Context: an optimization exercise on an open-source flow, tuned for small area and few clock cycles. The choices shown serve that exercise and are no tape-out recipe. At most, simulation tests tie the RTL to the original design; equivalence was not proved. No functional check of the RTL was part of run 1. Power is estimated from default activity; no workload was simulated.

$ cat flow/flow/run.sh
#!/bin/bash
# The standard layout (standard.sh, the standard flow's own ORFS flow, synthesis unchanged),
# with plain buf_1 cells as the input and output port buffers, and clock tree
# synthesis with larger sink clusters and no dummy loads.
set -euo pipefail
cd "$(dirname "$0")/.."
bash standard.sh 'BUFFER_PORTS_ARGS=-buffer_cell sky130_fd_sc_hd__buf_1' \
  'CTS_ARGS=-sink_clustering_enable -repair_clock_nets -buf_list sky130_fd_sc_hd__clkbuf_8 -sink_clustering_size 30 -sink_clustering_max_diameter 100 -dont_use_dummy_load' \
  finish > orfs_make.log 2>&1
$ cat flow/standard.sh
#!/bin/bash
# synth_recipe.tcl (not shown) runs the flow's synth.tcl, then flattens the netlist and writes it again
# the make line also repeats each setting of config.mk as NAME=value (left out here)
make -C /OpenROAD-flow-scripts/flow DESIGN_CONFIG=/design/flow/config.mk WORK_HOME=/design/flow/orfs CLKGATE_MAP_FILE= SYNTH_SCRIPT=/design/flow/synth_recipe.tcl "${@:-finish}"
$ cat flow/config.mk
export PLATFORM = sky130hd
export DESIGN_NAME = servo_led_command_parser_top
export DESIGN_NICKNAME = servo_led_command_parser_top
export VERILOG_FILES = /design/flow/design.v
export SDC_FILE = /design/flow/constraint.sdc
export NUM_CORES = 4
export LEC_CHECK = 0
export ABC_AREA = 1
export CAP_MARGIN = 20
export CORE_MARGIN = 2
export CORE_UTILIZATION = 40
export CTS_BUF_LIST = sky130_fd_sc_hd__clkbuf_8
export SLEW_MARGIN = 20
$ cat flow/constraint.sdc
create_clock -name core_clock -period 6.0 [get_ports {clk}]
set_input_delay 1.2000 -clock core_clock [delete_from_list [all_inputs] [get_ports {clk}]]
set_output_delay 1.2000 -clock core_clock [all_outputs]
set_load 0.01 [all_outputs]
$ cat flow/design.v
`timescale 1ns / 1ps
package slcp_pkg;
  localparam logic [15:0] IDLE_TIMEOUT_RST = 16'd100;
  localparam logic [15:0] PULSE_MIN_RST    = 16'd700;
  localparam logic [15:0] PULSE_MAX_RST    = 16'd2300;
  localparam logic [15:0] STOP_PULSE_RST   = 16'd1500;
  localparam logic [1:0] ACT_PULSE  = 2'd0;
  localparam logic [1:0] ACT_COLOUR = 2'd1;
  localparam logic [1:0] ACT_SHOW   = 2'd2;
  localparam logic [1:0] ACT_STOP   = 2'd3;
  localparam logic [4:0] C_WS    = 5'h10;
  localparam logic [4:0] C_PLUS  = 5'h11;
  localparam logic [4:0] C_MINUS = 5'h12;
  localparam logic [4:0] C_X     = 5'h13;
  localparam logic [4:0] C_S     = 5'h14;
  localparam logic [4:0] C_L     = 5'h15;
  localparam logic [4:0] C_COMMA = 5'h16;
  localparam logic [4:0] C_CLOSE = 5'h17;
  localparam logic [4:0] C_OTHER = 5'h18;
  localparam logic [4:0] C_TICK  = 5'h19;
  typedef struct packed {
    logic [15:0] idle_timeout_ms;
    logic [15:0] pulse_min_us;
    logic [15:0] pulse_max_us;
    logic [15:0] stop_pulse_us;
  } cfg_t;
endpackage
`timescale 1ns / 1ps
module slcp_cfg_regs (
  input  logic               clk,
  input  logic               rst_n,
  input  logic               cfg_we,
  input  logic [1:0]         cfg_index,
  input  logic [15:0]        cfg_wdata,
  output slcp_pkg::cfg_t     cfg
);
  slcp_pkg::cfg_t cfg_r;
  logic [15:0] wd_z, wd_o;
  assign wd_z = cfg_wdata & {16{rst_n}};
  assign wd_o = cfg_wdata | {16{!rst_n}};
  function automatic logic [15:0] rst_sel(input logic [15:0] rv, input logic [15:0] z,
                                          input logic [15:0] o);
    for (int i = 0; i < 16; i++) rst_sel[i] = rv[i] ? o[i] : z[i];
  endfunction
  always_ff @(posedge clk) begin
    if (!rst_n || (cfg_we && cfg_index == 2'd0))
      cfg_r.idle_timeout_ms <= rst_sel(slcp_pkg::IDLE_TIMEOUT_RST, wd_z, wd_o);
    if (!rst_n || (cfg_we && cfg_index == 2'd1))
      cfg_r.pulse_min_us    <= rst_sel(slcp_pkg::PULSE_MIN_RST, wd_z, wd_o);
    if (!rst_n || (cfg_we && cfg_index == 2'd2))
      cfg_r.pulse_max_us    <= rst_sel(slcp_pkg::PULSE_MAX_RST, wd_z, wd_o);
    if (!rst_n || (cfg_we && cfg_index == 2'd3))
      cfg_r.stop_pulse_us   <= rst_sel(slcp_pkg::STOP_PULSE_RST, wd_z, wd_o);
  end
  assign cfg = cfg_r;
endmodule
`timescale 1ns / 1ps
module slcp_parser (
  input  logic            clk,
  input  logic            rst_n,
  input  logic            in_valid,
  output logic            in_ready,
  input  logic            in_kind,
  input  logic [7:0]      in_byte,
  input  slcp_pkg::cfg_t  cfg,
  input  logic            out_v,         
  input  logic            out_mag,       
  input  logic            out_stop,      
  input  logic            out_show,      
  input  logic            out_ready,
  output logic            push,
  output logic [1:0]      push_action,
  output logic [2:0]      push_channel,
  output logic            push_show,     
  output logic            push_zero,     
  output logic [23:0]     colour         
);
  localparam logic [1:0] MODE_NONE  = 2'd0;
  localparam logic [1:0] MODE_SERVO = 2'd1;
  localparam logic [1:0] MODE_LED   = 2'd2;
  localparam logic [2:0] PH_SPACE  = 3'd0;
  localparam logic [2:0] PH_SIGN   = 3'd1;
  localparam logic [2:0] PH_ZERO   = 3'd2;
  localparam logic [2:0] PH_PREFIX = 3'd3;
  localparam logic [2:0] PH_DIGITS = 3'd4;
  localparam logic [2:0] PH_DONE   = 3'd5;
  logic       v0_r, v1_r;
  logic [4:0] e0_r, e1_r;
  logic [4:0] cls;
  logic [1:0]  mode_r;
  logic [2:0]  phase_r;
  logic [2:0]  idx_r;
  logic        neg_r, zf_r;
  logic [23:0] lo_r;
  logic        unz_r, u3_r, tnz_r;
  logic [15:0] idle_r;
  logic [1:0]  mode_n;
  logic [2:0]  phase_n;
  logic [2:0]  idx_n;
  logic        neg_n, zf_n;
  logic [23:0] lo_n;
  logic        unz_n, u3_n, tnz_n;
  logic [15:0] idle_n;
  logic        is_led, is_servo, is_tick, is_dig, dok, is_term, is_close;
  logic [3:0]  dval;
  logic [19:0] s_acc;
  logic [15:0] idle_inc, lo_b;
  logic        stop_fire, servo_ok, fin_ok, produces, sens;
  logic        process, process_st, load;
  logic        acc, wr_neg, wr_mag;
  logic        slot_free, slot_free_st, mag_free, mag_free_st;
  always_comb begin
    if (in_kind) cls = slcp_pkg::C_TICK;
    else if (in_byte >= 8'h30 && in_byte <= 8'h39) cls = {1'b0, in_byte[3:0]};
    else if ((in_byte >= 8'h61 && in_byte <= 8'h66) || (in_byte >= 8'h41 && in_byte <= 8'h46))
      cls = {1'b0, 4'(in_byte[2:0] + 3'd1) + 4'd8};
    else if (in_byte == 8'h2C) cls = slcp_pkg::C_COMMA;
    else if (in_byte == 8'h3B || in_byte == 8'h0A) cls = slcp_pkg::C_CLOSE;
    else if (in_byte == 8'h20 || (in_byte >= 8'h09 && in_byte <= 8'h0D)) cls = slcp_pkg::C_WS;
    else if (in_byte == 8'h2B) cls = slcp_pkg::C_PLUS;
    else if (in_byte == 8'h2D) cls = slcp_pkg::C_MINUS;
    else if (in_byte == 8'h78 || in_byte == 8'h58) cls = slcp_pkg::C_X;
    else if (in_byte == 8'h73) cls = slcp_pkg::C_S;
    else if (in_byte == 8'h6C) cls = slcp_pkg::C_L;
    else cls = slcp_pkg::C_OTHER;
  end
  assign is_led   = (mode_r == MODE_LED);
  assign is_servo = (mode_r == MODE_SERVO);
  assign is_tick  = (e0_r == slcp_pkg::C_TICK);
  assign is_dig   = !e0_r[4];
  assign dval     = e0_r[3:0];
  assign dok      = is_dig && (is_led || dval <= 4'd9);
  assign is_close = (e0_r == slcp_pkg::C_CLOSE);
  assign is_term  = (mode_r != MODE_NONE) && (is_close || e0_r == slcp_pkg::C_COMMA);
  logic [16:0] ic;
  always_comb begin
    ic[0] = 1'b1;
    for (int i = 0; i < 16; i++) begin
      idle_inc[i] = idle_r[i] ^ ic[i];
      ic[i+1]     = idle_r[i] & ic[i];
    end
    idle_inc = idle_inc | {16{ic[16]}};
  end
  logic [16:0] g_idle, g_min, g_max;
  always_comb begin
    g_idle[0] = 1'b1;
    g_min[0]  = 1'b1;
    g_max[0]  = 1'b1;
    for (int i = 0; i < 16; i++) begin
      g_idle[i+1] = (idle_r[i] & !cfg.idle_timeout_ms[i]) | (idle_r[i] & g_idle[i]) |
                    (!cfg.idle_timeout_ms[i] & g_idle[i]);
      g_min[i+1]  = (lo_r[i] & !cfg.pulse_min_us[i]) | (lo_r[i] & g_min[i]) |
                    (!cfg.pulse_min_us[i] & g_min[i]);
      g_max[i+1]  = (cfg.pulse_max_us[i] & !lo_r[i]) | (cfg.pulse_max_us[i] & g_max[i]) |
                    (!lo_r[i] & g_max[i]);
    end
  end
  assign stop_fire = g_idle[16] && !(&cfg.idle_timeout_ms);
  assign servo_ok = is_servo && (idx_r < 3'd6) &&
                    (zf_r ? (cfg.pulse_min_us == 16'd0) :
                     (!tnz_r && (!neg_r || lo_r[15:0] == 16'd0) && g_min[16] && g_max[16]));
  assign fin_ok   = servo_ok || (is_led && idx_r < 3'd6);
  logic [24:0] nz;
  always_comb begin
    nz[0] = 1'b0;
    for (int i = 0; i < 24; i++) begin
      colour[i] = lo_r[i] ^ (neg_r & nz[i]);
      nz[i+1]   = nz[i] | lo_r[i];
    end
  end
  logic        s_big;
  assign lo_b  = lo_r[15:0] & {16{!zf_r}};
  logic [14:0] sa, sb;
  logic [8:0]  cl;
  logic [7:0]  c0, c1;
  logic [6:0]  h0, h1;
  assign sa = {lo_b[12:0], dval[2] | dval[3], dval[1] | dval[3]};
  assign sb = lo_b[14:0];
  always_comb begin
    cl[0] = dval[3];
    for (int i = 0; i < 8; i++) begin
      s_acc[i] = sa[i] ^ sb[i] ^ cl[i];
      cl[i+1]  = (sa[i] & sb[i]) | (sa[i] & cl[i]) | (sb[i] & cl[i]);
    end
    c0[0] = 1'b0;
    c1[0] = 1'b1;
    for (int i = 0; i < 7; i++) begin
      h0[i]   = sa[i+8] ^ sb[i+8] ^ c0[i];
      c0[i+1] = (sa[i+8] & sb[i+8]) | (sa[i+8] & c0[i]) | (sb[i+8] & c0[i]);
      h1[i]   = sa[i+8] ^ sb[i+8] ^ c1[i];
      c1[i+1] = (sa[i+8] & sb[i+8]) | (sa[i+8] & c1[i]) | (sb[i+8] & c1[i]);
    end
    s_acc[14:8] = cl[8] ? h1 : h0;
    s_acc[19:15] = 5'd0;
  end
  assign s_big = (lo_b > 16'd6553) || (lo_b == 16'd6553 && dval > 4'd5);
  always_comb begin
    mode_n  = mode_r;
    phase_n = phase_r;
    idx_n   = idx_r;
    neg_n   = neg_r;
    zf_n    = zf_r;
    idle_n  = idle_r;
    acc     = 1'b0;
    wr_neg  = 1'b0;
    if (is_tick) begin
      idle_n = stop_fire ? 16'd0 : idle_inc;
    end else if (mode_r == MODE_NONE) begin
      if (e0_r == slcp_pkg::C_S || e0_r == slcp_pkg::C_L) begin
        mode_n  = (e0_r == slcp_pkg::C_S) ? MODE_SERVO : MODE_LED;
        idx_n   = 3'd0;
        phase_n = PH_SPACE;
        zf_n    = 1'b1;
      end
    end else if (is_term) begin
      phase_n = PH_SPACE;
      zf_n    = 1'b1;
      if (servo_ok) idle_n = 16'd0;
      if (is_close) begin
        mode_n = MODE_NONE;
        idx_n  = 3'd0;
      end else if (idx_r != 3'd7) begin
        idx_n = idx_r + 3'd1;
      end
    end else begin
      case (phase_r)
        PH_SPACE, PH_SIGN: begin
          if (phase_r == PH_SPACE) begin
            wr_neg = (e0_r != slcp_pkg::C_WS);
            neg_n  = (e0_r == slcp_pkg::C_MINUS);
          end
          if (phase_r == PH_SPACE && e0_r == slcp_pkg::C_WS) begin
            phase_n = PH_SPACE;
          end else if (phase_r == PH_SPACE &&
                       (e0_r == slcp_pkg::C_PLUS || e0_r == slcp_pkg::C_MINUS)) begin
            phase_n = PH_SIGN;
          end else if (!dok) begin
            phase_n = PH_DONE;
          end else if (is_led && dval == 4'd0) begin
            phase_n = PH_ZERO;
          end else begin
            acc     = 1'b1;
            phase_n = PH_DIGITS;
          end
        end
        PH_ZERO: begin
          if (e0_r == slcp_pkg::C_X) begin
            phase_n = PH_PREFIX;
          end else if (!dok) begin
            phase_n = PH_DONE;
          end else begin
            acc     = 1'b1;
            phase_n = PH_DIGITS;
          end
        end
        PH_PREFIX, PH_DIGITS: begin
          if (!dok) begin
            phase_n = PH_DONE;
          end else begin
            acc     = 1'b1;
            phase_n = PH_DIGITS;
          end
        end
        default: ;
      endcase
      if (acc) zf_n = 1'b0;
    end
  end
  always_comb begin
    lo_n  = lo_r;
    unz_n = unz_r;
    u3_n  = u3_r;
    tnz_n = tnz_r;
    if (is_led) begin
      if ((tnz_r || u3_r) && !zf_r) begin
        lo_n  = {24{!neg_r}};
        tnz_n = 1'b1;
      end else begin
        lo_n  = {lo_r[19:0] & {20{!zf_r}}, dval};
        unz_n = (lo_r[23:20] != 4'd0) && !zf_r;
        u3_n  = lo_r[23] && !zf_r;
        tnz_n = unz_r && !zf_r;
      end
    end else begin
      if (tnz_r && !zf_r) begin
        lo_n = lo_r;
      end else begin
        tnz_n = s_big;
        lo_n  = {8'd0, s_acc[14:0], dval[0]};
      end
    end
  end
  assign produces = is_tick ? stop_fire : (is_term && (fin_ok || (is_led && is_close)));
  assign sens     = is_tick || (is_term && is_servo);    
  assign wr_mag   = acc || wr_neg;
  assign slot_free    = !out_v || (out_ready && !out_show);
  assign slot_free_st = !out_v;
  assign mag_free     = !out_mag || out_ready;
  assign mag_free_st  = !out_mag;
  assign process    = v0_r && (!produces || slot_free) && (!wr_mag || mag_free);
  assign process_st = v0_r && (!produces || slot_free_st) && (!wr_mag || mag_free_st);
  assign in_ready   = !out_stop && (!v0_r || (!v1_r && (process_st || !sens)));
  assign load       = in_valid && in_ready;
  assign push         = process && produces;
  assign push_action  = is_tick ? slcp_pkg::ACT_STOP :
                        !fin_ok ? slcp_pkg::ACT_SHOW :
                        is_led  ? slcp_pkg::ACT_COLOUR : slcp_pkg::ACT_PULSE;
  assign push_channel = (is_tick || !fin_ok) ? 3'd0 : idx_r;
  assign push_show    = !is_tick && fin_ok && is_led && is_close;
  assign push_zero    = zf_r;
  always_ff @(posedge clk) begin
    if (!rst_n) begin
      v0_r <= 1'b0;
      v1_r <= 1'b0;
    end else begin
      v0_r <= (v0_r && !process) || v1_r || load;
      v1_r <= v0_r && !process && (v1_r || load);
    end
  end
  always_ff @(posedge clk) begin
    if (load) e1_r <= cls;
    if (!v0_r || process) e0_r <= v1_r ? e1_r : cls;
  end
  always_ff @(posedge clk) begin
    if (!rst_n) begin
      mode_r <= MODE_NONE;
      idle_r <= 16'd0;
    end else if (process) begin
      mode_r <= mode_n;
      idle_r <= idle_n;
    end
  end
  always_ff @(posedge clk) begin
    if (process) begin
      phase_r <= phase_n;
      idx_r   <= idx_n;
      zf_r    <= zf_n;
    end
    if (process && wr_neg) neg_r <= neg_n;
    if (process && acc) begin
      lo_r  <= lo_n;
      unz_r <= unz_n;
      u3_r  <= u3_n;
      tnz_r <= tnz_n;
    end
  end
endmodule
`timescale 1ns / 1ps
module slcp_res_queue (
  input  logic            clk,
  input  logic            rst_n,
  input  logic            push,
  input  logic [1:0]      push_action,
  input  logic [2:0]      push_channel,
  input  logic            push_show,
  input  logic            push_zero,
  input  logic [23:0]     colour,
  input  logic [15:0]     stop_pulse,
  output logic            out_mag,
  output logic            out_stop,
  output logic            out_show,
  input  logic            out_ready,
  output logic            out_valid,
  output logic [1:0]      out_action,
  output logic [2:0]      out_channel,
  output logic [23:0]     out_payload,
  output logic            out_last
);
  logic        v_r, show_r, zero_r;
  logic [1:0]  act_r;
  logic [2:0]  ch_r;
  logic        pop;
  assign pop = v_r && out_ready;
  always_ff @(posedge clk) begin
    if (!rst_n) begin
      v_r <= 1'b0;
    end else if (push) begin
      v_r <= 1'b1;
    end else if (pop && !show_r) begin
      v_r <= 1'b0;
    end
  end
  always_ff @(posedge clk) begin
    if (push) begin
      act_r  <= push_action;
      ch_r   <= push_channel;
      show_r <= push_show;
      zero_r <= push_zero;
    end else if (pop && show_r) begin
      act_r  <= slcp_pkg::ACT_SHOW;
      ch_r   <= 3'd0;
      show_r <= 1'b0;
    end
  end
  assign out_mag  = v_r && !act_r[1] && !zero_r;
  assign out_stop = v_r && (act_r == slcp_pkg::ACT_STOP);
  assign out_show = show_r;
  assign out_valid   = v_r;
  assign out_action  = act_r;
  assign out_channel = ch_r;
  assign out_payload = (act_r == slcp_pkg::ACT_STOP) ? {8'd0, stop_pulse} :
                       (act_r[1] || zero_r) ? 24'd0 : colour;
  assign out_last    = !show_r;
endmodule
`timescale 1ns / 1ps
module servo_led_command_parser_top (
  input  logic        clk,
  input  logic        rst_n,
  input  logic        in_valid,
  output logic        in_ready,
  input  logic        in_kind,
  input  logic [7:0]  in_byte,
  output logic        out_valid,
  input  logic        out_ready,
  output logic [1:0]  out_action,
  output logic [2:0]  out_channel,
  output logic [23:0] out_payload,
  output logic        out_last,
  input  logic        cfg_we,
  input  logic [1:0]  cfg_index,
  input  logic [15:0] cfg_wdata
);
  slcp_pkg::cfg_t cfg;
  logic        out_mag, out_stop, out_show, push, push_show, push_zero;
  logic [1:0]  push_action;
  logic [2:0]  push_channel;
  logic [23:0] colour;
  slcp_cfg_regs u_cfg (
    .clk       (clk),
    .rst_n     (rst_n),
    .cfg_we    (cfg_we),
    .cfg_index (cfg_index),
    .cfg_wdata (cfg_wdata),
    .cfg       (cfg)
  );
  slcp_parser u_parser (
    .clk          (clk),
    .rst_n        (rst_n),
    .in_valid     (in_valid),
    .in_ready     (in_ready),
    .in_kind      (in_kind),
    .in_byte      (in_byte),
    .cfg          (cfg),
    .out_v        (out_valid),
    .out_mag      (out_mag),
    .out_stop     (out_stop),
    .out_show     (out_show),
    .out_ready    (out_ready),
    .push         (push),
    .push_action  (push_action),
    .push_channel (push_channel),
    .push_show    (push_show),
    .push_zero    (push_zero),
    .colour       (colour)
  );
  slcp_res_queue u_queue (
    .clk          (clk),
    .rst_n        (rst_n),
    .push         (push),
    .push_action  (push_action),
    .push_channel (push_channel),
    .push_show    (push_show),
    .push_zero    (push_zero),
    .colour       (colour),
    .stop_pulse   (cfg.stop_pulse_us),
    .out_mag      (out_mag),
    .out_stop     (out_stop),
    .out_show     (out_show),
    .out_ready    (out_ready),
    .out_valid    (out_valid),
    .out_action   (out_action),
    .out_channel  (out_channel),
    .out_payload  (out_payload),
    .out_last     (out_last)
  );
endmodule
==> results of run 1 <==
tightest hold or removal path: cells and delay by family (launching register included):
| family | cells | cell delay, ns |
|---|---|---|
| AOI/OAI and AO/OA | 1 | 0.06 |
| buffers and inverters | 1 | 0.08 |
| DFF | 1 | 0.31 |
layer usage:
layer  up-vias  share of wire, %
met1      3092                46
met2       168                47
met3        25               4.8
met5         -                 0
li1       3395                 -
met4         0               1.7
cells by family after synthesis:
| logic type | count (synthesis) | synth area share, % |
|---|---|---|
| AO/OA/AOI/OAI | 215 | 15.9 |
| XOR/XNOR | 9 | 0.962 |
| adder cells (fa/ha/maj) | 36 | 6.23 |
| buffers and inverters | 203 | 9.55 |
| flip-flops | 137 | 47.7 |
| AND/OR/NAND/NOR | 366 | 19.7 |
power breakdown:
group / switching (mW) / leakage, nW / internal, mW / total (mW)
registers: 0.0367 / 1.30 / 1.09 / 1.13
clock network: 0.300 / 0.122 / 0.249 / 0.549
logic: 0.130 / 2.41 / 0.0670 / 0.197
total: 0.467 / 3.83 / 1.41 / 1.88
state kept, by name, indices dropped and copies added, names as in the netlist, 2 cells and up:
| signal | cells |
|---|---|
| u_cfg.cfg_r | 64 |
| u_parser.e0_r | 5 |
| u_parser.e1_r | 5 |
| u_parser.idle_r | 16 |
| u_parser.idx_r | 3 |
| u_parser.lo_r | 24 |
| u_parser.mode_r | 2 |
| u_parser.phase_r | 3 |
| u_queue.act_r | 2 |
| u_queue.ch_r | 3 |
cell usage after synthesis, drive strengths merged (2+ instances only):
library cell	n	area share [%]
a211oi	3	0.27
a21oi	50	3.2
a22o	7	0.75
a311oi	3	0.32
a31oi	8	0.61
a32o	3	0.37
a41oi	2	0.21
buf	3	0.32
clkbuf	22	1.0
clkinv	3	0.14
dfxtp	21	5.1
edfxtp	116	43
fa	8	2.0
ha	28	4.3
inv	175	8.1
nand2	189	9.0
nand3	34	2.4
nand4	7	0.53
nor2	96	4.9
nor3	20	1.3
nor3b	2	0.18
nor4	5	0.38
o211ai	22	2.0
o21ai	81	4.9
o21bai	2	0.18
o221ai	4	0.43
o22ai	19	1.5
o31ai	7	0.70
or2	10	0.76
xnor2	3	0.32
xor2	6	0.64
through the flow:
stage                     total power [mW]  instance area, µm²
after floorplan                       1.28                8190
after global placement                1.34                8750
after detailed placement              1.35                8750
after CTS                             1.90                8990
after global routing                  1.96                9010
final                                 1.88                9010
timing repair:
action                                 in CTS  in global routing
setup buffers                               0                  3
setup endpoints to repair                   0                  1
endpoints found under the hold margin       0                  0
final cells by class:
class                      count  area (µm²)  share of cell area, %
sequential                   137        3900                   43.3
timing repair buffer          77         342                   3.79
multi-input combinational    626        3520                   39.1
inverter                     178         673                   7.47
tap                          270         338                   3.75
clock buffer                  17         234                   2.60
worst paths after layout:
check | startpoint | to
setup / recovery | u_parser.e0_r[3] | u_parser.lo_r[15]
hold reg to reg | u_parser.idle_r[1] | u_parser.idle_r[1]
setup reg to reg | u_parser.e0_r[3] | u_parser.lo_r[15]
hold / removal | u_parser.idle_r[1] | u_parser.idle_r[1]
placed cells by master, fill, tap and decap left out, drive strengths merged, types with 8 or more instances in the layout:
cell,instances
edfxtp,116
o21ai,81
ha,28
a31oi,8
o22ai,19
clkbuf,17
dfxtp,21
nand3,34
nor2,96
or2,10
nand2,189
fa,8
o211ai,22
nor3,20
buf,77
a21oi,50
inv,175
==> impl_metrics.yaml, run 1 <==
clocking:
  path_clk_slew_ns: 0.07
  cts.sinks: 137
  cts_hold_buffers: 0
  clock-root-buffer: "clkbuf_8"
  cts_max_level: 4
  clockBufferDepth: 2
  cts_resized: 0
  cts_tree: "done"
  clock_latency_ns: 0.46
  cts_buffers: 17
sta:
  worst_hold_slack_ns: 0.498
  layout_setup_ws_ns: 0.435
  setup-violations-final: 0
  period_share_pct: 92.7
  hold_viol: 0
  fmax_ghz: 0.180
  clock_skew_ns: 0.0262
  tightest_slew_ns: 0.837
  period_minus_slack_ns: 5.56
  slew_headroom_pct: 44.1
  slew_violations: 0
  setup_tns_ns: 0
  rsz0062_at_grt: "false"
critical_path:
  crit_type: "reg -> reg"
  cp_top_family: "adder cells"
  rr_worst_depth: 27
  crit_path_top_delay_cell: "edfxtp_1"
  cp.depth: 27
  r2r_slack_ns: 0.44
  crit_path_end_kind: "register"
  cp.required_ns: 6.14
  worst_setup_path_start_kind: "register"
  max_stage_delay_ns: 0.47
  cp_max_fo: 6
  cp_data_arrival_time_ns: 5.71
  crit_buf_inv: 6
grt:
  grtUsageMet1_pct: 25.8
  grt_pass1_wl_mm: 32.5
  met3_usage_pct: 3.51
  grtUsageTotal_pct: 19.2
  antenna_found_initial: 0
  busiest_layer: "met2"
  grt_pass1_vias: 6408
  grt_use_met2_pct: 31.4
  grt_max_degree: 39
  overflow: 0
die:
  core_area_um2: 20200
  fp.dieH_um: 147
  initial_core_util_pct: 40.6
  fp.dieArea_um2: 21600
  io_pins: 64
  rows: 52
  die_x_um: 147
place:
  dp_hpwl_mm: 15.1
  dp_slack_ns: 0.503
  dp_cells: 1285
  portBuffers: 63
  place.gp.congestion: 0.890
finish:
  drive_gt1_share_pct: 6.86
  final_cells: 1305
  areaGrowthSynthToFinish_pct: 10.0
  fin_nets: 1105
  fin_util_pct: 44.7
  diodes: 0
  n_fill_cell: 2054
detailed_routing:
  drtIter0Drc: 482
  first_pass_iters: 6
  vias: 6680
  routedWlPerCell_um: 15.3
  drt-total-wl_mm: 19.9
  final_antenna_net_count: 0
  drc_errors: 0
  viasPerCell: 5.12
yosys:
  ys_seq_area_share_pct: 47.7
  synth_cells: 966
  synth_seq_cells: 137
  synth_async_sr_flop_share_pct: 0
  synth_area_um2: 8190
  synth_edf_count: 116
  syn_area_per_cell_um2: 8.48
  yosys_warnings: 3
  syn-num-nets: 1034
  synthDistinctLibCells: 51
  synth_ff_type: "edfxtp_1"
job:
  maxCapViolCount: 0
hold_path:
  hold_class: "reg -> reg"
  holdPathStages: 2
pwr:
  p_per_area_nw_per_um2: 208
  p_leak_nw: 3.83
  irDropWorstVdd_mv: 0.146
run_status:
  run_status: "finished clean"
==> run 2, diff against run 1 <==
--- a/flow/design.v
+++ b/flow/design.v
@@ -300,5 +300,6 @@
   assign process    = v0_r && (!produces || slot_free) && (!wr_mag || mag_free);
   assign process_st = v0_r && (!produces || slot_free_st) && (!wr_mag || mag_free_st);
-  assign in_ready   = !out_stop && (!v0_r || (!v1_r && (process_st || !sens)));
+  assign in_ready   = !out_stop && !(v0_r && is_tick && stop_fire) &&
+                      (!v0_r || (!v1_r && (process_st || !sens)));
   assign load       = in_valid && in_ready;
   assign push         = process && produces;
==> run 2 against run 1 <==
  * Via count grew 1.7%
  * Critical path type unchanged
  * Die area is 0.58% higher
  * Still clean
  * Setup slack got worse by 0.036 ns
  * Critical endpoint unchanged
  * Largest cell class unchanged
==> impl_metrics.yaml, run 2 <==
clocking:
  cts_buffers: 17
  clock_latency_ns: 0.45
  cts_max_level: 4
  cts.sinks: 137
  cts_tree: "done"
  clock-root-buffer: "clkbuf_8"
  path_clk_slew_ns: 0.06
  clockBufferDepth: 2
finish:
  diodes: 0
  drive_gt1_share_pct: 7.21
  final_common_cell: "nand2_1"
  layout_common_cells: "nand2_1, inv_1, edfxtp_1, nor2_1, buf_1"
  fin_util_pct: 44.7
  areaGrowthSynthToFinish_pct: 9.75
  top_register: "u_cfg.cfg_r"
  fin_nets: 1110
  largest_reg_flops: 64
  reg_top3: "u_cfg.cfg_r x64, u_parser.lo_r x24, u_parser.idle_r x16"
detailed_routing:
  final_antenna_net_count: 0
  routedWlPerCell_um: 15.6
  drtIter0Drc: 491
  route.met2.wl_mm: 9.60
  wl_met3_um: 912
  vias: 6795
  first_pass_iters: 5
  drc_errors: 0
  viasPerCell: 5.19
  topRoutingLayerUsed: "met4"
  drt-total-wl_mm: 20.4
  routedLengthMet1_mm: 9.51
pwr:
  netSwitchingFraction_pct: 25.4
  seq_power_share_pct: 59.9
  power.switching_mw: 0.481
  p_comb_share_pct: 10.8
  clkPwrFrac_pct: 29.4
  irDropWorstVdd_mv: 0.125
  p_leak_nw: 3.89
  total_power_mw: 1.89
  internal_power_mw: 1.41
  p_per_area_nw_per_um2: 210
yosys:
  synth_async_sr_flop_share_pct: 0
  ys_seq_area_share_pct: 47.4
  post-synth-top-count-cell: "nand2_1"
  syn_area_per_cell_um2: 8.46
  synth_seq_cells: 137
  synth_common_cells: "nand2_1, inv_1, edfxtp_1, nor2_1, o21ai_0"
  synth_cells: 974
  synth_top_cell_by_area: "edfxtp_1"
  synth_ff_type: "edfxtp_1"
  synth_edf_count: 116
  synthDistinctLibCells: 47
  synth_area_um2: 8240
  syn-num-nets: 1042
  synth_top_area_share_pct: 42.3
  yosys_warnings: 3
  synth_area_leaders: "edfxtp_1, nand2_1, inv_1"
grt:
  grt_max_degree: 39
  antenna_found_initial: 0
  grtUsageTotal_pct: 19.3
  grt_pass1_wl_mm: 32.9
  grt_pass1_vias: 6508
  overflow: 0
die:
  fp.dieArea_um2: 21800
  rows: 52
  fp.dieH_um: 148
  core_area_um2: 20200
  die_x_um: 148
  io_pins: 64
  initial_core_util_pct: 40.7
hold_path:
  hold_end: "u_parser.mode_r[1]"
  holdPathStages: 2
  hold_class: "reg -> reg"
  min_from: "u_parser.mode_r[1]"
sta:
  slew_headroom_pct: 39.0
  rsz0062_at_grt: "false"
  tightest_slew_ns: 0.914
  slew_violations: 0
  clock_skew_ns: 0.0275
  worst_hold_slack_ns: 0.502
  layout_setup_ws_ns: 0.399
  period_minus_slack_ns: 5.60
  setup-violations-final: 0
  setup_tns_ns: 0
  fmax_ghz: 0.179
  period_share_pct: 93.3
  hold_viol: 0
critical_path:
  rr_startpoint: "u_parser.e0_r[3]"
  worst_setup_path_start_kind: "register"
  crit_type: "reg -> reg"
  cp_max_fo: 6
  crit_path_top_delay_cell: "edfxtp_1"
  max_stage_delay_ns: 0.50
  r2r_slack_ns: 0.40
  cp_data_arrival_time_ns: 5.72
  r2r-end: "u_parser.lo_r[15]"
  cp.required_ns: 6.12
  crit_path_end_kind: "register"
  rr_worst_depth: 27
job:
  maxCapViolCount: 0
place:
  portBuffers: 63
  dp_slack_ns: 0.456
  dp_hpwl_mm: 15.1
  place.gp.congestion: 0.872
run_status:
  run_status: "finished clean"
==> run 2: changes by cell type in the layout (fill, tap and decap cells not counted), sizes merged, moves of 3 or more <==
cell	before	now
o21ai	81	68
o22ai	19	23
inv	175	183
a22o	7	10
nor3	20	23
nand2	189	193
a21oi	50	42
xor2	6	9
nor2	96	100
==> run 2: how the worst max path moves through the flow <==
| stage | start | end | slack (ns) | cells past startpoint |
|---|---|---|---|---|
| 2_1_floorplan | u_parser.zf_r | u_parser.lo_r[15] | 0.71 | 27 |
| 3_3_place_gp | u_parser.e0_r[3] | u_parser.lo_r[15] | 0.55 | 27 |
| 3_5_place_dp | u_parser.e0_r[3] | u_parser.lo_r[15] | 0.46 | 27 |
| 4_1_cts | u_parser.e0_r[3] | u_parser.lo_r[15] | 0.40 | 27 |
| 5_1_grt | u_parser.e0_r[1] | u_parser.lo_r[15] | 0.009 | 27 |
| 6_report | u_parser.e0_r[3] | u_parser.lo_r[15] | 0.40 | 27 |
==> run 2: cells by family after synthesis <==
family	count (synthesis)	synth area share [%]
AOI/OAI and AO/OA	200	15.3
xor gates and xnor gates	12	1.28
adders and majority gates	36	6.20
buffers and inverters	213	10.0
DFF	137	47.4
and+or+nand+nor	376	19.8
==> run 2: metal layers <==
metal | track usage (%) | vias up
met5 | 0 | -
li1 | - | 3400
met2 | 31.6 | 175
met4 | 6.73 | 0
met3 | 2.96 | 26
met1 | 26.3 | 3194
==> run 2: power groups by stage <==
stage | Combinational (mW) | Sequential (mW) | Clock [mW]
2_1_floorplan | 0.148 | 1.14 | 0
3_3_place_gp | 0.200 | 1.15 | 0
3_5_place_dp | 0.203 | 1.15 | 0
4_1_cts | 0.204 | 1.13 | 0.570
5_1_grt | 0.233 | 1.14 | 0.605
6_report | 0.204 | 1.13 | 0.556
==> run 2: repair_timing <==
| action | in CTS | in global routing |
|---|---|---|
| buffers inserted | 0 | 2 |
| hold buffers | 0 | 0 |
| resized for setup | 0 | 1 |
| endpoints found under the hold margin | 0 | 0 |
| endpoints found under the setup margin | 0 | 1 |
==> run 2: worst max-delay path, delay by kind of cell (launching register included) <==
kind,cells,cell delay [ns]
XOR/XNOR,1,0.14
AND/OR/NAND/NOR,9,0.80
adder cells (fa/ha/maj),8,2.98
flip-flops,1,0.50
AO/OA/AOI/OAI,3,0.40
buffers and inverters,6,0.48
==> run 2: per-stage QoR <==
step	area, µm²	std cells
6_report	9040	1310
5_1_grt	9040	1310
4_1_cts	9030	1308
3_5_place_dp	8790	1291
2_1_floorplan	8240	974
3_3_place_gp	8790	1291
==> run 2: area by class of cell <==
class / count / area, µm²
fillers: 1995 / 11200
well taps: 270 / 338
multi-input cells: 624 / 3530
flip-flops and latches: 137 / 3900
inverters: 186 / 701
clock buffers: 17 / 234
repair buffers: 76 / 335
Testbench counts of run 2, summed over its fixed seeds: cycles 87,109.
==> run 3, diff against run 2 <==
--- a/flow/design.v
+++ b/flow/design.v
@@ -84,5 +84,6 @@
   localparam logic [2:0] PH_PREFIX = 3'd3;
   localparam logic [2:0] PH_DIGITS = 3'd4;
-  localparam logic [2:0] PH_DONE   = 3'd5;
+  localparam logic [2:0] PH_DONE_V = 3'd5;    
+  localparam logic [2:0] PH_DONE_Z = 3'd6;    
   logic       v0_r, v1_r;
   logic [4:0] e0_r, e1_r;
@@ -91,5 +92,6 @@
   logic [2:0]  phase_r;
   logic [2:0]  idx_r;
-  logic        neg_r, zf_r;
+  logic        neg_r, zf;
+  assign zf = !(phase_r == PH_DIGITS || phase_r == PH_DONE_V);
   logic [23:0] lo_r;
   logic        unz_r, u3_r, tnz_r;
@@ -98,8 +100,7 @@
   logic [2:0]  phase_n;
   logic [2:0]  idx_n;
-  logic        neg_n, zf_n;
+  logic        neg_n;
   logic [23:0] lo_n;
   logic        unz_n, u3_n, tnz_n;
-  logic [15:0] idle_n;
   logic        is_led, is_servo, is_tick, is_dig, dok, is_term, is_close;
   logic [3:0]  dval;
@@ -140,5 +141,4 @@
       ic[i+1]     = idle_r[i] & ic[i];
     end
-    idle_inc = idle_inc | {16{ic[16]}};
   end
   logic [16:0] g_idle, g_min, g_max;
@@ -158,5 +158,5 @@
   assign stop_fire = g_idle[16] && !(&cfg.idle_timeout_ms);
   assign servo_ok = is_servo && (idx_r < 3'd6) &&
-                    (zf_r ? (cfg.pulse_min_us == 16'd0) :
+                    (zf ? (cfg.pulse_min_us == 16'd0) :
                      (!tnz_r && (!neg_r || lo_r[15:0] == 16'd0) && g_min[16] && g_max[16]));
   assign fin_ok   = servo_ok || (is_led && idx_r < 3'd6);
@@ -170,5 +170,5 @@
   end
   logic        s_big;
-  assign lo_b  = lo_r[15:0] & {16{!zf_r}};
+  assign lo_b  = lo_r[15:0] & {16{!zf}};
   logic [14:0] sa, sb;
   logic [8:0]  cl;
@@ -200,10 +200,7 @@
     idx_n   = idx_r;
     neg_n   = neg_r;
-    zf_n    = zf_r;
-    idle_n  = idle_r;
     acc     = 1'b0;
     wr_neg  = 1'b0;
     if (is_tick) begin
-      idle_n = stop_fire ? 16'd0 : idle_inc;
     end else if (mode_r == MODE_NONE) begin
       if (e0_r == slcp_pkg::C_S || e0_r == slcp_pkg::C_L) begin
@@ -211,10 +208,7 @@
         idx_n   = 3'd0;
         phase_n = PH_SPACE;
-        zf_n    = 1'b1;
       end
     end else if (is_term) begin
       phase_n = PH_SPACE;
-      zf_n    = 1'b1;
-      if (servo_ok) idle_n = 16'd0;
       if (is_close) begin
         mode_n = MODE_NONE;
@@ -236,5 +230,5 @@
             phase_n = PH_SIGN;
           end else if (!dok) begin
-            phase_n = PH_DONE;
+            phase_n = PH_DONE_Z;
           end else if (is_led && dval == 4'd0) begin
             phase_n = PH_ZERO;
@@ -248,5 +242,5 @@
             phase_n = PH_PREFIX;
           end else if (!dok) begin
-            phase_n = PH_DONE;
+            phase_n = PH_DONE_Z;
           end else begin
             acc     = 1'b1;
@@ -256,5 +250,5 @@
         PH_PREFIX, PH_DIGITS: begin
           if (!dok) begin
-            phase_n = PH_DONE;
+            phase_n = (phase_r == PH_DIGITS) ? PH_DONE_V : PH_DONE_Z;
           end else begin
             acc     = 1'b1;
@@ -264,5 +258,4 @@
         default: ;
       endcase
-      if (acc) zf_n = 1'b0;
     end
   end
@@ -273,15 +266,15 @@
     tnz_n = tnz_r;
     if (is_led) begin
-      if ((tnz_r || u3_r) && !zf_r) begin
+      if ((tnz_r || u3_r) && !zf) begin
         lo_n  = {24{!neg_r}};
         tnz_n = 1'b1;
       end else begin
-        lo_n  = {lo_r[19:0] & {20{!zf_r}}, dval};
-        unz_n = (lo_r[23:20] != 4'd0) && !zf_r;
-        u3_n  = lo_r[23] && !zf_r;
-        tnz_n = unz_r && !zf_r;
+        lo_n  = {lo_r[19:0] & {20{!zf}}, dval};
+        unz_n = (lo_r[23:20] != 4'd0) && !zf;
+        u3_n  = lo_r[23] && !zf;
+        tnz_n = unz_r && !zf;
       end
     end else begin
-      if (tnz_r && !zf_r) begin
+      if (tnz_r && !zf) begin
         lo_n = lo_r;
       end else begin
@@ -309,5 +302,5 @@
   assign push_channel = (is_tick || !fin_ok) ? 3'd0 : idx_r;
   assign push_show    = !is_tick && fin_ok && is_led && is_close;
-  assign push_zero    = zf_r;
+  assign push_zero    = zf;
   always_ff @(posedge clk) begin
     if (!rst_n) begin
@@ -326,8 +319,16 @@
     if (!rst_n) begin
       mode_r <= MODE_NONE;
-      idle_r <= 16'd0;
     end else if (process) begin
       mode_r <= mode_n;
-      idle_r <= idle_n;
+    end
+  end
+  logic idle_clr, idle_adv;
+  assign idle_clr = process && (is_tick ? stop_fire : (is_term && servo_ok));
+  assign idle_adv = process && is_tick && !ic[16];
+  always_ff @(posedge clk) begin
+    if (!rst_n || idle_clr) begin
+      idle_r <= 16'd0;
+    end else if (idle_adv) begin
+      idle_r <= idle_inc;
     end
   end
@@ -336,5 +337,4 @@
       phase_r <= phase_n;
       idx_r   <= idx_n;
-      zf_r    <= zf_n;
     end
     if (process && wr_neg) neg_r <= neg_n;
--- a/flow/config.mk
+++ b/flow/config.mk
@@ -9,5 +9,5 @@
 export CAP_MARGIN = 20
 export CORE_MARGIN = 2
-export CORE_UTILIZATION = 40
+export CORE_UTILIZATION = 70
 export CTS_BUF_LIST = sky130_fd_sc_hd__clkbuf_8
 export SLEW_MARGIN = 20
==> run 3 against run 2 <==
  * Still clean on timing, DRC and antenna
  * Maximum frequency decreased by 2.7%
  * Clock skew up 0.0042 ns
  * Global-route usage up 16 points
  * Clock power decreased by 0.7%
  * Power decreased by 1.7%
  * Sequential power about the same
  * Combinational power shrank 6%
  * Design area shrank 2.9%
  * Sequential share of layout area grew 0.93 points
  * Register-to-register slack lost 0.16 ns
  * Non-clock buffer count decreased by 1
  * Worst hold slack worse by 0.0068 ns
  * Largest cell class unchanged
  * Highest routed layer unchanged
==> impl_metrics.yaml, run 3 <==
yosys:
  synth_cells: 957
  syn_area_per_cell_um2: 8.47
  synth_simple_gate_area_share_pct: 20.3
  ys_seq_area_share_pct: 47.8
  post-synth-top-count-cell: "nand2_1"
  synth_top_cell_by_area: "edfxtp_1"
  synth_compound_area_share_pct: 15.0
  synth_area_leaders: "edfxtp_1, nand2_1, inv_1"
  yosys_warnings: 3
  synthDistinctLibCells: 52
  synth_seq_cells: 136
  synthAdderAreaFrac_pct: 6.45
  syn-num-nets: 1026
  synth_async_sr_flop_share_pct: 0
  synth_area_um2: 8110
  synth_common_cells: "nand2_1, inv_1, edfxtp_1, nor2_1, o21ai_0"
  synthMuxAreaShare_pct: 0
  synth_top_family_by_area: "simple AND/OR/NAND/NOR gates"
  synth_ff_type: "edfxtp_1"
  synth_xor_area_share_pct: 0.648
  synth_top_area_share_pct: 42.6
  synth_edf_count: 115
die:
  die_x_um: 112
  rows: 39
  fp.dieArea_um2: 12500
  initial_core_util_pct: 71.3
  fp.dieH_um: 112
  core_area_um2: 11400
  io_pins: 64
sta:
  worst_hold_slack_ns: 0.495
  fmax_ghz: 0.174
  slew_violations: 0
  clock_skew_ns: 0.0317
  setup-violations-final: 0
  slew_headroom_pct: 37.9
  setup_tns_ns: 0
  tightest_slew_ns: 0.929
  period_minus_slack_ns: 5.76
  hold_viol: 0
  period_share_pct: 96.0
critical_path:
  max_stage_delay_ns: 0.42
  crit_path_frequent_cell: "fa_1"
  rr_startpoint: "u_parser.phase_r[2]"
  crit_buf_inv: 7
  r2r_slack_ns: 0.24
  crit_path_top_delay_cell: "edfxtp_1"
  rr_worst_depth: 26
  crit_path_end_kind: "register"
  cp_max_fo: 4
  cp_data_arrival_time_ns: 6.06
  worst_setup_path_start_kind: "register"
  r2r-end: "u_parser.lo_r[15]"
  cp.required_ns: 6.30
  crit_type: "reg -> reg"
  cp_top_family: "adder cells"
clocking:
  cts.sinks: 136
  clock_latency_ns: 0.47
  cts_max_level: 4
  cts_buffers: 17
  path_clk_slew_ns: 0.07
  cts_tree: "done"
  cts_hold_buffers: 0
  clockBufferDepth: 2
  clock-root-buffer: "clkbuf_8"
detailed_routing:
  first_pass_iters: 7
  final_antenna_net_count: 0
  drtIter0Drc: 797
  vias: 7198
  drc_errors: 0
  drt-total-wl_mm: 20.9
  viasPerCell: 6.14
  routedWlPerCell_um: 17.8
place:
  portBuffers: 63
  dpl_cell_area_um2: 8520
  dp_hpwl_mm: 15.4
  place.gp.congestion: 0.929
grt:
  met3_usage_pct: 6.53
  busiest_layer: "met2"
  grt_use_met2_pct: 58.3
  antenna_found_initial: 0
  grtUsageMet1_pct: 45.6
  overflow: 0
  grt_pass1_wl_mm: 34.2
  grt_pass1_vias: 6988
  grt_max_degree: 29
  grtUsageTotal_pct: 34.9
pwr:
  p_leak_nw: 3.93
  irDropWorstVdd_mv: 0.191
  p_per_area_nw_per_um2: 212
finish:
  top_register: "u_cfg.cfg_r"
  layout_common_cells: "nand2_1, inv_1, edfxtp_1, nor2_1, buf_1"
  n_fill_cell: 789
  fin_nets: 1101
  drive_gt1_share_pct: 7.38
  design_area_um2: 8780
  largest_reg_flops: 64
  reg_top3: "u_cfg.cfg_r x64, u_parser.lo_r x24, u_parser.idle_r x16"
  areaGrowthSynthToFinish_pct: 8.32
  diodes: 0
  final_common_cell: "nand2_1"
job:
  maxCapViolCount: 0
hold_path:
  holdPathStages: 2
  min_from: "u_parser.mode_r[1]"
  hold_class: "reg -> reg"
  hold_end: "u_parser.mode_r[1]"
run_status:
  run_status: "finished clean"
-- run 3: area by class of cell --
class | instances | area (µm²) | share of cell area (%)
timing repair buffer | 75 | 327 | 3.72
multi-input combinational | 614 | 3460 | 39.4
clock buffer | 17 | 234 | 2.66
tap | 143 | 179 | 2.04
sequential | 136 | 3870 | 44.1
inverter | 188 | 706 | 8.03
-- run 3: worst max-delay path by stage --
stage	start	end	slack [ns]	cells past startpoint
detailed placement	u_parser.phase_r[2]	u_parser.lo_r[15]	0.20	26
CTS	u_parser.phase_r[2]	u_parser.lo_r[15]	0.15	26
global route	u_parser.phase_r[2]	u_parser.lo_r[15]	-0.002	26
floorplan	u_parser.phase_r[2]	u_parser.lo_r[15]	0.006	28
global placement	u_parser.phase_r[2]	u_parser.lo_r[15]	0.38	26
finish	u_parser.phase_r[2]	u_parser.lo_r[15]	0.24	26
-- run 3: cells by family after synthesis --
| family | count (synthesis) |
|---|---|
| buf+inv | 207 |
| flops | 136 |
| simple gates | 380 |
| fa+ha+maj | 37 |
| xor+xnor | 6 |
| compound gates | 191 |
-- run 3: power by group --
| group | switching [mW] | internal [mW] | leakage (nW) | total [mW] |
|---|---|---|---|---|
| Sequential | 0.0355 | 1.08 | 1.28 | 1.12 |
| Clock | 0.303 | 0.248 | 0.122 | 0.552 |
| Combinational | 0.128 | 0.0635 | 2.53 | 0.192 |
| Total | 0.467 | 1.39 | 3.93 | 1.86 |
-- run 3: timing repair --
item | CTS | global route
resized for setup | 0 | 3
setup endpoints to repair | 0 | 2
setup buffers | 0 | 2
-- run 3: per-layer routing --
layer,vias up,share of wire (%)
met4,0,2.6
met5,-,0
li1,3342,-
met1,3347,38
met2,456,50
met3,53,9.2
-- run 3: worst min-delay path: stages (launching register included) --
cell	delay, ns
dfxtp_1	0.32
inv_1	0.07
a21oi_1	0.06
-- run 3: per-stage QoR --
stage / std cells / power (mW) / worst slack [ns] / utilization (%)
finish: 1173 / 1.86 / 0.241 / 77.3
global route: 1173 / 1.92 / -0.00231 / 77.3
CTS: 1171 / 1.85 / 0.149 / 77.0
detailed placement: 1154 / 1.32 / 0.199 / 75.0
global placement: 1154 / 1.31 / 0.385 / 75.0
floorplan: 957 / 1.25 / 0.00620 / -
Testbench counts of run 3, summed over its fixed seeds: cycles 87,109.
==> run 4, diff against run 3 <==
--- a/flow/config.mk
+++ b/flow/config.mk
@@ -9,5 +9,5 @@
 export CAP_MARGIN = 20
 export CORE_MARGIN = 2
-export CORE_UTILIZATION = 70
+export CORE_UTILIZATION = 40
 export CTS_BUF_LIST = sky130_fd_sc_hd__clkbuf_8
 export SLEW_MARGIN = 20
==> run 4 against run 3 <==
  * Global-route usage down 16 points
  * Non-clock buffer count up 2
  * Sequential power about the same
  * Critical path type unchanged
==> impl_metrics.yaml, run 4 <==
finish:
  final_common_cell: "nand2_1"
  n_fill_cell: 2026
  areaGrowthSynthToFinish_pct: 10.5
  final_cells: 1302
  top_register: "u_cfg.cfg_r"
  diodes: 0
  layout_common_cells: "nand2_1, inv_1, edfxtp_1, nor2_1, buf_1"
  largest_reg_flops: 64
  reg_top3: "u_cfg.cfg_r x64, u_parser.lo_r x24, u_parser.idle_r x16"
  drive_gt1_share_pct: 7.75
  fin_nets: 1103
yosys:
  yosys_warnings: 3
  ys_seq_area_share_pct: 47.8
  syn-num-nets: 1026
  synth_top_cell_by_area: "edfxtp_1"
  synthDistinctLibCells: 52
  synth_cells: 957
  synth_area_leaders: "edfxtp_1, nand2_1, inv_1"
  synth_ff_type: "edfxtp_1"
  synth_async_sr_flop_share_pct: 0
  synth_edf_count: 115
  syn_area_per_cell_um2: 8.47
  post-synth-top-count-cell: "nand2_1"
  synth_area_um2: 8110
  synth_top_area_share_pct: 42.6
  synth_seq_cells: 136
  synth_common_cells: "nand2_1, inv_1, edfxtp_1, nor2_1, o21ai_0"
place:
  dp_cells: 1283
  dp_hpwl_mm: 15.2
  portBuffers: 63
  place.gp.congestion: 0.894
  dp_slack_ns: 0.280
sta:
  slew_headroom_pct: 36.0
  rsz0062_at_grt: "false"
  fmax_ghz: 0.180
  slew_violations: 0
  setup-violations-final: 0
  worst_hold_slack_ns: 0.502
  layout_setup_ws_ns: 0.452
  period_share_pct: 92.5
  clock_skew_ns: 0.0288
  tightest_slew_ns: 0.960
  hold_viol: 0
  period_minus_slack_ns: 5.55
  setup_tns_ns: 0
grt:
  antenna_found_initial: 0
  grtUsageTotal_pct: 19.0
  overflow: 0
  grt_max_degree: 29
  grt_pass1_vias: 6278
  grt_pass1_wl_mm: 32.1
job:
  maxCapViolCount: 0
clocking:
  cts.sinks: 136
  path_clk_slew_ns: 0.07
  cts_max_level: 4
  clock-root-buffer: "clkbuf_8"
  cts_buffers: 17
  clock_latency_ns: 0.44
  cts_hold_buffers: 0
  cts_tree: "done"
  clockBufferDepth: 2
critical_path:
  cp_data_arrival_time_ns: 5.82
  cp_max_fo: 4
  cp-startpoint: "u_parser.phase_r[2]"
  cp.required_ns: 6.27
  crit_type: "reg -> reg"
  rr_startpoint: "u_parser.phase_r[2]"
  crit_path_end_kind: "register"
  worst_setup_path_start_kind: "register"
pwr:
  p_per_area_nw_per_um2: 206
  total_power_mw: 1.85
  p_leak_nw: 3.94
  irDropWorstVdd_mv: 0.134
die:
  initial_core_util_pct: 40.5
  fp.dieH_um: 146
  core_area_um2: 20000
  fp.dieArea_um2: 21400
  die_x_um: 146
  rows: 52
  io_pins: 64
detailed_routing:
  drc_errors: 0
  final_antenna_net_count: 0
  drtIter0Drc: 377
  viasPerCell: 5.07
  first_pass_iters: 5
  drt-total-wl_mm: 19.9
  vias: 6595
  routedWlPerCell_um: 15.2
hold_path:
  hold_class: "reg -> reg"
  min_from: "u_parser.idle_r[15]"
run_status:
  run_status: "finished clean"
run 4: cell counts after synthesis:
Identical to the previous run, type by type.
run 4: area by class of cell:
class / count / area [µm²] / area share [%]
Clock buffer: 17 / 234 / 2.61
Inverter: 188 / 706 / 7.87
Multi-Input combinational cell: 614 / 3470 / 38.7
Sequential cell: 136 / 3870 / 43.2
Tap cell: 270 / 338 / 3.77
Timing Repair Buffer: 77 / 342 / 3.81
run 4: stage by stage:
step | area (µm²) | util (%)
after floorplan | 8110 | -
after global placement | 8700 | 43.4
after detailed placement | 8700 | 43.4
after CTS | 8930 | 44.6
after global routing | 8960 | 44.7
final | 8960 | 44.7
run 4: routing by layer:
layer,vias to the layer above,GRT usage (%),share of wire [%]
li1,3348,-,-
met1,3069,26.7,49
met2,157,30.5,46
met3,21,3.44,3.8
met4,0,4.76,1.3
met5,-,0,0
run 4: logic make-up after synthesis:
family,after synthesis,share of synthesized area (%)
AND/OR/NAND/NOR,380,20.3
flip-flops,136,47.8
AO/OA/AOI/OAI,191,15.0
XOR/XNOR,6,0.648
buffers and inverters,207,9.84
adder cells (fa/ha/maj),37,6.45
run 4: final timing paths:
path	cells past startpoint	slack, ns	to
worst max-delay path	26	0.45	u_parser.lo_r[15]
worst min-delay path	2	0.50	u_parser.idle_r[15]
worst max register to register	26	0.45	u_parser.lo_r[15]
worst min register to register	2	0.50	u_parser.idle_r[15]
run 4: power breakdown:
part / switching, mW / leakage (nW) / total [mW] / internal [mW]
sequential: 0.0335 / 1.28 / 1.12 / 1.08
clock: 0.297 / 0.122 / 0.546 / 0.249
combinational: 0.121 / 2.54 / 0.184 / 0.0631
run 4: worst max-delay path, stage by stage, from the launching register on:
cell      delay [ns]
edfxtp_1        0.41
inv_1           0.12
nor2_1          0.06
inv_1           0.08
nor2_1          0.07
fa_1            0.38
inv_1           0.08
fa_1            0.16
inv_1           0.05
fa_1            0.39
fa_1            0.40
fa_1            0.40
fa_1            0.41
fa_1            0.40
fa_2            0.38
nor2_1          0.10
a21oi_1         0.07
a21oi_2         0.19
inv_1           0.07
a21oi_2         0.15
inv_1           0.06
a21oi_2         0.15
inv_1           0.07
a21oi_2         0.16
a21oi_1         0.07
or3_1           0.31
a32oi_1         0.19
run 4: repair_timing:
item,in CTS,in global routing
setup endpoints to repair,0,2
gates resized for setup,0,5
buffers inserted,0,2
endpoints found under the hold margin,0,0
==> run 5, diff against run 4 <==
==> flow/flow/run.sh (replaced) <==
#!/bin/bash
# The standard layout (standard.sh, the standard flow's own ORFS flow, synthesis unchanged),
# with plain buf_1 cells as the input and output port buffers, and clock tree
# synthesis with a clkbuf_8 root, clkbuf_4 leaves and no dummy loads.
set -euo pipefail
cd "$(dirname "$0")/.."
bash standard.sh 'BUFFER_PORTS_ARGS=-buffer_cell sky130_fd_sc_hd__buf_1' \
  'CTS_ARGS=-sink_clustering_enable -repair_clock_nets -root_buf sky130_fd_sc_hd__clkbuf_8 -buf_list sky130_fd_sc_hd__clkbuf_4 -dont_use_dummy_load' \
  finish > orfs_make.log 2>&1
--- a/flow/config.mk
+++ b/flow/config.mk
@@ -7,7 +7,8 @@
 export LEC_CHECK = 0
 export ABC_AREA = 1
-export CAP_MARGIN = 20
+export CAP_MARGIN = 5
 export CORE_MARGIN = 2
 export CORE_UTILIZATION = 40
 export CTS_BUF_LIST = sky130_fd_sc_hd__clkbuf_8
-export SLEW_MARGIN = 20
+export GPL_TIMING_DRIVEN = 0
+export SLEW_MARGIN = 5
==> run 5 against run 4 <==
  * Cell count grew 0.77%
  * Flip-flop and latch count unchanged
  * Global-route usage grew 0.47 points
  * Maximum frequency decreased by 2.1%
  * Clock skew increased by 0.0089 ns
  * Wire length rose by 2.2%
  * Count of clock-buffer cells in the layout did not move
  * Die area unchanged
  * Sequential power is essentially flat
  * Worst hold slack improved by 0.0031 ns
  * Setup slack got worse by 0.12 ns
==> impl_metrics.yaml, run 5 <==
clocking:
  cts_buffers: 17
  path_clk_slew_ns: 0.10
  cts_tree: "done"
  clock_latency_ns: 0.43
  clockBufferDepth: 2
  cts_max_level: 4
  clock-root-buffer: "clkbuf_8"
  cts.sinks: 136
detailed_routing:
  drt-total-wl_mm: 20.3
  viasPerCell: 5.13
  first_pass_iters: 8
  vias: 6733
  final_antenna_net_count: 0
  routedWlPerCell_um: 15.5
  drtIter0Drc: 452
  drc_errors: 0
yosys:
  synth_edf_count: 115
  synth_area_um2: 8110
  syn_area_per_cell_um2: 8.47
  synthDistinctLibCells: 52
  synth_area_leaders: "edfxtp_1, nand2_1, inv_1"
  synth_cells: 957
  synth_seq_cells: 136
  synth_async_sr_flop_share_pct: 0
  yosys_warnings: 3
  ys_seq_area_share_pct: 47.8
  synth_common_cells: "nand2_1, inv_1, edfxtp_1, nor2_1, o21ai_0"
  synth_ff_type: "edfxtp_1"
  synth_top_cell_by_area: "edfxtp_1"
  post-synth-top-count-cell: "nand2_1"
  syn-num-nets: 1026
  synth_top_area_share_pct: 42.6
sta:
  period_minus_slack_ns: 5.67
  setup-violations-final: 0
  clock_skew_ns: 0.0377
  slew_violations: 0
  setup_tns_ns: 0
  tightest_slew_ns: 0.925
  hold_viol: 0
  fmax_ghz: 0.176
  period_share_pct: 94.5
  slew_headroom_pct: 38.4
die:
  initial_core_util_pct: 40.5
  fp.dieArea_um2: 21400
  core_area_um2: 20000
  die_x_um: 146
  io_pins: 64
  rows: 52
  fp.dieH_um: 146
grt:
  overflow: 0
  antenna_found_initial: 0
  grt_pass1_vias: 6256
  grtUsageTotal_pct: 19.4
  grt_max_degree: 26
  grt_pass1_wl_mm: 33.0
run_status:
  run_status: "finished clean"
finish:
  n_fill_cell: 2065
  multiInputGateArea_um2: 3520
  final_common_cell: "nand2_1"
  diodes: 0
  areaGrowthSynthToFinish_pct: 10.6
  drive_gt1_share_pct: 8.25
  fin_nets: 1113
  top_register: "u_cfg.cfg_r"
  largest_reg_flops: 64
  reg_top3: "u_cfg.cfg_r x64, u_parser.lo_r x24, u_parser.idle_r x16"
  layout_common_cells: "nand2_1, inv_1, edfxtp_1, nor2_1, buf_1"
  regArea_um2: 3870
pwr:
  p_leak_nw: 3.91
  p_per_area_nw_per_um2: 192
  irDropWorstVdd_mv: 0.107
  total_power_mw: 1.72
hold_path:
  hold_class: "reg -> reg"
critical_path:
  worst_setup_path_start_kind: "register"
  crit_path_end_kind: "register"
  cp.required_ns: 6.24
  crit_type: "reg -> reg"
  cp_max_fo: 9
  cp_data_arrival_time_ns: 5.91
place:
  dp_hpwl_mm: 15.7
  portBuffers: 63
  place.gp.congestion: 0.886
job:
  maxCapViolCount: 0
run 5: cell counts after synthesis:
No cell type changed its count.
run 5: cell type report:
type	count	area share [%]
flip-flops and latches	136	43.2
multi-input cells	614	39.2
inverters	188	8.02
well taps	270	3.77
repair buffers	69	3.26
clock buffers	17	1.49
plain buffers	17	0.949
repair inverters	1	0.0698
run 5: path summary, 6_finish.rpt:
path                                           from                  to  slack [ns]  cells after the start
worst max-delay path            u_parser.phase_r[2]   u_parser.lo_r[15]        0.33                     26
worst min-delay path             u_parser.mode_r[1]  u_parser.mode_r[1]        0.51                      2
worst max register to register  u_parser.phase_r[2]   u_parser.lo_r[15]        0.33                     26
worst min register to register   u_parser.mode_r[1]  u_parser.mode_r[1]        0.51                      2
run 5: critical path, stage by stage, from the launching register on:
cell      delay (ns)
edfxtp_1        0.41
inv_2           0.11
nor2_4          0.08
bufinv_8        0.23
nor2_1          0.09
fa_1            0.39
inv_1           0.07
fa_1            0.16
inv_1           0.05
fa_1            0.39
fa_2            0.36
fa_2            0.35
fa_1            0.40
fa_2            0.37
fa_2            0.42
nor2_1          0.10
a21oi_1         0.08
a21oi_2         0.15
inv_1           0.06
a21oi_2         0.17
inv_1           0.07
a21oi_2         0.17
inv_1           0.07
a21oi_2         0.16
a21oi_1         0.07
or3_1           0.31
a32oi_1         0.19
run 5: power breakdown:
| group | leakage (nW) | internal (mW) | total [mW] | switching, mW |
|---|---|---|---|---|
| Sequential | 1.28 | 1.08 | 1.11 | 0.0324 |
| Clock | 0.0808 | 0.139 | 0.420 | 0.281 |
| Combinational | 2.55 | 0.0657 | 0.189 | 0.123 |
| Total | 3.91 | 1.29 | 1.72 | 0.436 |
run 5: cells by family after synthesis:
family,synth area share [%]
compound gates,15.0
xor+xnor,0.648
fa+ha+maj,6.45
buf+inv,9.84
flops,47.8
simple gates,20.3
run 5: layer usage:
metal / vias to the layer above / share of wire (%) / global-route usage, %
met1: 3153 / 47 / 27.3
met2: 194 / 46 / 31.5
met4: 0 / 0.80 / 3.93
met5: - / 0 / 0
li1: 3372 / - / -
met3: 14 / 6.0 / 3.75
run 5: what timing repair did:
action / CTS / global route
setup endpoints to repair: 4 / 2
gates cloned: 1 / 0
setup buffers: 1 / 3
resized for setup: 6 / 8
hold buffers: 0 / 0
pin swaps: 0 / 4
run 5: metrics by stage:
stage / hold slack (ns) / setup slack, ns / instances / util, % / cell area, µm²
floorplan: 0.458 / 0.00620 / 957 / - / 8110
global placement: 0.480 / -0.785 / 1290 / 43.3 / 8680
detailed placement: 0.481 / -0.817 / 1292 / 43.7 / 8760
CTS: 0.497 / 0.0146 / 1309 / 44.5 / 8920
global route: 0.519 / -0.00751 / 1312 / 44.8 / 8970
finish: 0.506 / 0.332 / 1312 / 44.8 / 8970
==> run 6, diff against run 5 <==
--- a/flow/config.mk
+++ b/flow/config.mk
@@ -7,8 +7,7 @@
 export LEC_CHECK = 0
 export ABC_AREA = 1
-export CAP_MARGIN = 5
+export CAP_MARGIN = 20
 export CORE_MARGIN = 2
 export CORE_UTILIZATION = 40
 export CTS_BUF_LIST = sky130_fd_sc_hd__clkbuf_8
-export GPL_TIMING_DRIVEN = 0
-export SLEW_MARGIN = 5
+export SLEW_MARGIN = 20
==> run 6 against run 5 <==
  * Non-clock buffer count down 9
  * Combinational power fell by 3%
  * Critical path depth did not move
  * Wire length down 2.3%
  * Cell count down 0.76%
  * Via count shrank 2.1%
  * Power is 0.31% lower
  * Critical path type unchanged
  * Largest cell class unchanged
==> impl_metrics.yaml, run 6 <==
yosys:
  synthDistinctLibCells: 52
  synth_async_sr_flop_share_pct: 0
  synth_cells: 957
  synth_edf_count: 115
  syn-num-nets: 1026
  synth_area_um2: 8110
  synth_top_cell_by_area: "edfxtp_1"
  synth_top_area_share_pct: 42.6
  synth_seq_cells: 136
  ys_seq_area_share_pct: 47.8
  synth_ff_type: "edfxtp_1"
  yosys_warnings: 3
  synth_common_cells: "nand2_1, inv_1, edfxtp_1, nor2_1, o21ai_0"
  post-synth-top-count-cell: "nand2_1"
  synth_area_leaders: "edfxtp_1, nand2_1, inv_1"
  syn_area_per_cell_um2: 8.47
detailed_routing:
  final_antenna_net_count: 0
  routedWlPerCell_um: 15.2
  drc_errors: 0
  drtIter0Drc: 382
  first_pass_iters: 6
  drt-total-wl_mm: 19.8
  viasPerCell: 5.06
  vias: 6590
finish:
  areaGrowthSynthToFinish_pct: 9.30
  largest_reg_flops: 64
  regArea_um2: 3870
  final_common_cell: "nand2_1"
  layout_common_cells: "nand2_1, inv_1, edfxtp_1, nor2_1, buf_1"
  diodes: 0
  fin_nets: 1103
  top_register: "u_cfg.cfg_r"
  reg_top3: "u_cfg.cfg_r x64, u_parser.lo_r x24, u_parser.idle_r x16"
  multiInputGateArea_um2: 3470
  n_fill_cell: 2040
  drive_gt1_share_pct: 7.75
sta:
  period_minus_slack_ns: 5.57
  period_share_pct: 92.8
  clock_skew_ns: 0.0456
  hold_viol: 0
  layout_setup_ws_ns: 0.429
  slew_violations: 0
  setup_tns_ns: 0
  tightest_slew_ns: 0.958
  fmax_ghz: 0.180
  rsz0062_at_grt: "false"
  slew_headroom_pct: 35.9
  setup-violations-final: 0
pwr:
  p_leak_nw: 3.90
  p_per_area_nw_per_um2: 194
  irDropWorstVdd_mv: 0.108
  total_power_mw: 1.72
place:
  portBuffers: 63
  dp_hpwl_mm: 15.2
  dp_slack_ns: 0.280
  place.gp.congestion: 0.894
grt:
  antenna_found_initial: 0
  grtUsageTotal_pct: 18.9
  grt_pass1_wl_mm: 32.1
  grt_pass1_vias: 6278
  overflow: 0
  grt_max_degree: 29
clocking:
  clockBufferDepth: 2
  clock-root-buffer: "clkbuf_8"
  cts_max_level: 4
  path_clk_slew_ns: 0.11
  cts_tree: "done"
  cts_hold_buffers: 0
  cts.sinks: 136
  clock_latency_ns: 0.42
  cts_buffers: 17
critical_path:
  rr_worst_depth: 26
  crit_type: "reg -> reg"
  r2r-end: "u_parser.lo_r[15]"
  endpoint: "u_parser.lo_r[15]"
  cp.required_ns: 6.25
  crit_path_top_delay_cell: "edfxtp_1"
  cp_top_family: "adder cells"
  crit_path_end_kind: "register"
  crit_buf_inv: 7
  cp_max_fo: 4
  cp_data_arrival_time_ns: 5.82
  cp-startpoint: "u_parser.phase_r[2]"
  max_stage_delay_ns: 0.42
  r2r_slack_ns: 0.43
  rr_startpoint: "u_parser.phase_r[2]"
  worst_setup_path_start_kind: "register"
  cp.depth: 26
die:
  rows: 52
  initial_core_util_pct: 40.5
  fp.dieArea_um2: 21400
  io_pins: 64
  fp.dieH_um: 146
  die_x_um: 146
  core_area_um2: 20000
run_status:
  run_status: "finished clean"
hold_path:
  hold_class: "reg -> reg"
job:
  maxCapViolCount: 0
## run 6: cell types whose count changed in the layout (fill, tap and decap cells not counted), moves of 3 or more
| cell | delta |
|---|---|
| buf_4 | +9 |
| buf_6 | -3 |
| clkbuf_1 | -12 |
| fa_1 | +3 |
| fa_2 | -3 |
## run 6: final cells by class
class / count / share of cell area (%)
Tap cell: 270 / 3.81
Multi-Input combinational cell: 614 / 39.2
Sequential cell: 136 / 43.7
Clock buffer: 17 / 1.51
Inverter: 188 / 7.96
Timing Repair Buffer: 77 / 3.85
## run 6: how the worst min path moves through the flow
stage / from / end / slack (ns) / depth (start not counted)
after floorplan: u_parser.mode_r[1] / u_parser.mode_r[1] / 0.46 / 2
after global placement: u_parser.mode_r[1] / u_parser.mode_r[1] / 0.48 / 2
after detailed placement: u_parser.mode_r[1] / u_parser.mode_r[1] / 0.49 / 2
after CTS: u_parser.mode_r[1] / u_parser.mode_r[1] / 0.50 / 2
after global routing: u_parser.idle_r[15] / u_parser.idle_r[15] / 0.53 / 2
final: u_parser.idle_r[15] / u_parser.idle_r[15] / 0.50 / 2
## run 6: power by group
group          switching [mW]  leakage, nW  internal, mW
Clock                   0.280       0.0808         0.139
Sequential             0.0334         1.28          1.08
Combinational           0.120         2.54        0.0631
Total                   0.433         3.90          1.28
## run 6: logic make-up after synthesis
group | share of synthesized area [%]
compound gates | 15.0
xor+xnor | 0.648
fa+ha+maj | 6.45
buf+inv | 9.84
flops | 47.8
simple gates | 20.3
## run 6: metrics by stage
step                cells  hold slack [ns]  instance area, µm²  util (%)
global route         1302            0.525                8860      44.2
CTS                  1300            0.503                8830      44.1
finish               1302            0.504                8860      44.2
floorplan             957            0.458                8110         -
detailed placement   1283            0.487                8700      43.4
global placement     1283            0.477                8700      43.4
## run 6: worst min-delay path, delay by kind of cell, from the launching register on
family / cells / cell delay [ns]
AOI/OAI and AO/OA: 1 / 0.05
DFF: 1 / 0.34
and+or+nand+nor: 1 / 0.07
## run 6: repair_timing
action | in CTS | in global routing
setup buffers | 0 | 2
hold endpoints to repair | 0 | 0
gates resized for setup | 0 | 5
setup endpoints to repair | 0 | 2
## run 6: per-layer routing
layer  wire, µm  vias to the layer above  GRT usage, %
met1       9640                     3078          26.7
li1           -                     3351             -
met3        718                       22          3.62
met4        242                        0          4.32
met2       9220                      139          30.5
met5          0                        -             0

## port drivers added, routing unchanged
How much do the figures lean on ideal ports? The routed layouts below were timed once more, with nothing changed but the port constraints.
Step 1 assumes that a clkbuf_16 drives the clock port and a buf_2 every other input.
Step 2 times the ports against the registers' clock, not the clock port: input delays grow and output delays shrink by t, the midpoint of the rising clock arrivals with the driver on.
a / b / c = ideal ports / drivers / drivers and shift; a / b = the first two.
run | shift t [ns] | slack for setup (ns)
run 1 | 0.481 | 0.435 / 0.435 / 0.435
run 2 | 0.471 | 0.399 / 0.399 / 0.399
run 3 | 0.487 | 0.241 / 0.241 / 0.241
run 4 | 0.465 | 0.452 / 0.452 / 0.452
run 5 | 0.451 | 0.332 / 0.332 / 0.332
run 6 | 0.432 | 0.429 / 0.429 / 0.429
After both steps setup and hold are still met in every run listed.
